This is an optimization exercise on Yosys and OpenROAD, whose aim is small area, a short achievable clock period and few clock cycles, not a production implementation.
In this exercise RTL edits were held to simulation tests only and were not proved equivalent to the original.

// disc_flight_drag_integrator_core
module disc_flight_drag_integrator_core (
   input  logic                clock,
   input  logic                reset,
   input  logic                csr_write,
   input  logic [2:0]          csr_index,
   input  logic [31:0]         csr_data,
   input  logic                req_valid,
   output logic                req_stall,
   input  logic                req_type,
   input  logic [15:0]         req_time_step,
   input  logic signed [31:0]  req_load_pos_x,
   input  logic signed [31:0]  req_load_pos_y,
   input  logic signed [31:0]  req_load_pos_z,
   input  logic signed [31:0]  req_load_vel_x,
   input  logic signed [31:0]  req_load_vel_y,
   input  logic signed [31:0]  req_load_vel_z,
   output logic                rsp_valid,
   input  logic                rsp_stall,
   output logic signed [31:0]  rsp_out_pos_x,
   output logic signed [31:0]  rsp_out_pos_y,
   output logic signed [31:0]  rsp_out_pos_z,
   output logic signed [31:0]  rsp_out_vel_x,
   output logic signed [31:0]  rsp_out_vel_y,
   output logic signed [31:0]  rsp_out_vel_z,
   output logic                rsp_saturated
);
For scale: roughly 440 I/O pins, ~120000 um^2 of cells after synthesis.
==> flow/config.mk <==
export PLATFORM = sky130hd
export DESIGN_NAME = disc_flight_drag_integrator_core
export DESIGN_NICKNAME = disc_flight_drag_integrator_core
export VERILOG_FILES = /design/flow/design.v
export SDC_FILE = /design/flow/constraint.sdc
export NUM_CORES = 4
export LEC_CHECK = 0
export ABC_AREA = 1
export CAP_MARGIN = 35
export CORE_MARGIN = 2
export CORE_UTILIZATION = 45
export PLACE_DENSITY = 0.6
export SETUP_SLACK_MARGIN = 3.25
export SLEW_MARGIN = 20
==> flow/constraint.sdc <==
create_clock -name core_clock -period 12.0 [get_ports {clock}]
set_input_delay 2.4000 -clock core_clock [delete_from_list [all_inputs] [get_ports {clock}]]
set_output_delay 2.4000 -clock core_clock [all_outputs]
set_load 0.01 [all_outputs]
run.sh (not shown) runs the stock make flow with config.mk's settings and CLKGATE_MAP_FILE= SYNTH_SCRIPT=/design/flow/synth_recipe.tcl, a recipe that flattens the netlist after the stock synthesis.
The first run finished with timing, DRC and antenna clean.
Testbench counts at the start, summed over its fixed seeds: cycles 14,754.
Then changed:
CORE_UTILIZATION = 40   (was 45)
=> Area after synthesis does not change; setup slack gets worse by 120 ps; design area is about the same.

---

Setup of run a:
disc_flight_drag_integrator_core, a different RTL version from the one above (not shown whole).
Size in the first run: ~16000 cells after synthesis, roughly 440 I/O pins, ~120000 um2 of cells after synthesis.
make LEC_CHECK=0 ABC_AREA=1 CAP_MARGIN=35 CORE_MARGIN=2 CORE_UTILIZATION=40 PLACE_DENSITY=0.6 SETUP_SLACK_MARGIN=2.5 SLEW_MARGIN=20 finish   # period 12.0 ns
Testbench counts of run a, summed over its fixed seeds: cycles 14,754.
Input-level comparison between run b and run a:
Settings: SETUP_SLACK_MARGIN changed from 2.5 to 3.25.
Findings:
Comparing detailed-routed wire length on met2 for run b and run a, the smaller number came from run a. In the tables for run b and run a, final net count reads higher with run b. Looking at timing endpoint of the critical path, the mb_ff[15] result is from run a; the ma_ff[25] one comes from run b. Critical path's largest stage delay ended up 0.13 ns lower on run b than on run a. From run a to run b the numbers moved as follows: multi-input combinational area share fell by 0.24 points, routed wire length picked up an extra 9900 um, maximum fanout encountered on the critical timing path went down by 7, share of the core filled with cells saw an increase.

---

Setup of the baseline:
RTL: one of the versions met above, not the one the previous note started from.
Size: about 16000 cells after synthesis, roughly 1000 flip-flops, roughly 440 I/O pins, about 120000 um^2 of cells after synthesis.
export LEC_CHECK = 0
export ABC_AREA = 1
export CAP_MARGIN = 40
export CORE_MARGIN = 2
export CORE_UTILIZATION = 40
export PLACE_DENSITY = 0.6
export SETUP_SLACK_MARGIN = 3.75
export SLEW_MARGIN = 20
create_clock -name core_clock -period 12.0 [get_ports {clock}]
Testbench counts of the baseline, summed over its fixed seeds: cycles 14,754.
## Diff of input files: the candidate against the baseline
--- a/flow/config.mk
+++ b/flow/config.mk
@@ -7,8 +7,8 @@
 export LEC_CHECK = 0
 export ABC_AREA = 1
-export CAP_MARGIN = 40
+export CAP_MARGIN = 45
 export CORE_MARGIN = 2
 export CORE_UTILIZATION = 40
 export PLACE_DENSITY = 0.6
-export SETUP_SLACK_MARGIN = 3.75
+export SETUP_SLACK_MARGIN = 4.25
 export SLEW_MARGIN = 20
- I/O pin count across the candidate and the baseline: no real change.
- Looking only at final critical path time including I/O delays and setup, and setting everything else aside, the higher value of the candidate and the baseline goes to the baseline.
- Maximum frequency on the candidate is ahead of the baseline.

[what the ideal ports hide]
Ports are ideal in the flow. The routed layouts listed here were re-timed in OpenROAD. Step 1, drivers: a clkbuf_16 drives clock and a buf_2 each remaining input, both assumed. Step 2 adds t to the input delays and takes it off the output delays; t is the mean of the earliest and latest rising clock arrival at the registers after step 1. Input paths then give back, and output paths get back, about the clock's delay inside the block. Three values: ideal, step 1, step 2; two values: the first two.
run | t (ns) | setup slack, ns | worst setup path after step 2 | clock arrival spread, ns | cell pins on the clock port's net
the first run of note 1 | 0.950 | 3.182 / 3.182 / 3.182 | register to register | 0.105 / 0.105 | 1
the second run of note 1 | 0.932 | 3.062 / 3.062 / 3.062 | register to register | 0.126 / 0.126 | 1
run a | 0.940 | 2.356 / 2.356 / 2.356 | register to register | 0.106 / 0.106 | 1
run b | 0.943 | 3.035 / 3.035 / 3.035 | register to register | 0.113 / 0.113 | 1
the baseline | 0.934 | 3.494 / 3.494 / 3.494 | register to register | 0.121 / 0.121 | 1
the candidate | 0.940 | 3.579 / 3.579 / 3.579 | register to register | 0.140 / 0.140 | 1
After both steps every run listed still meets setup and hold.
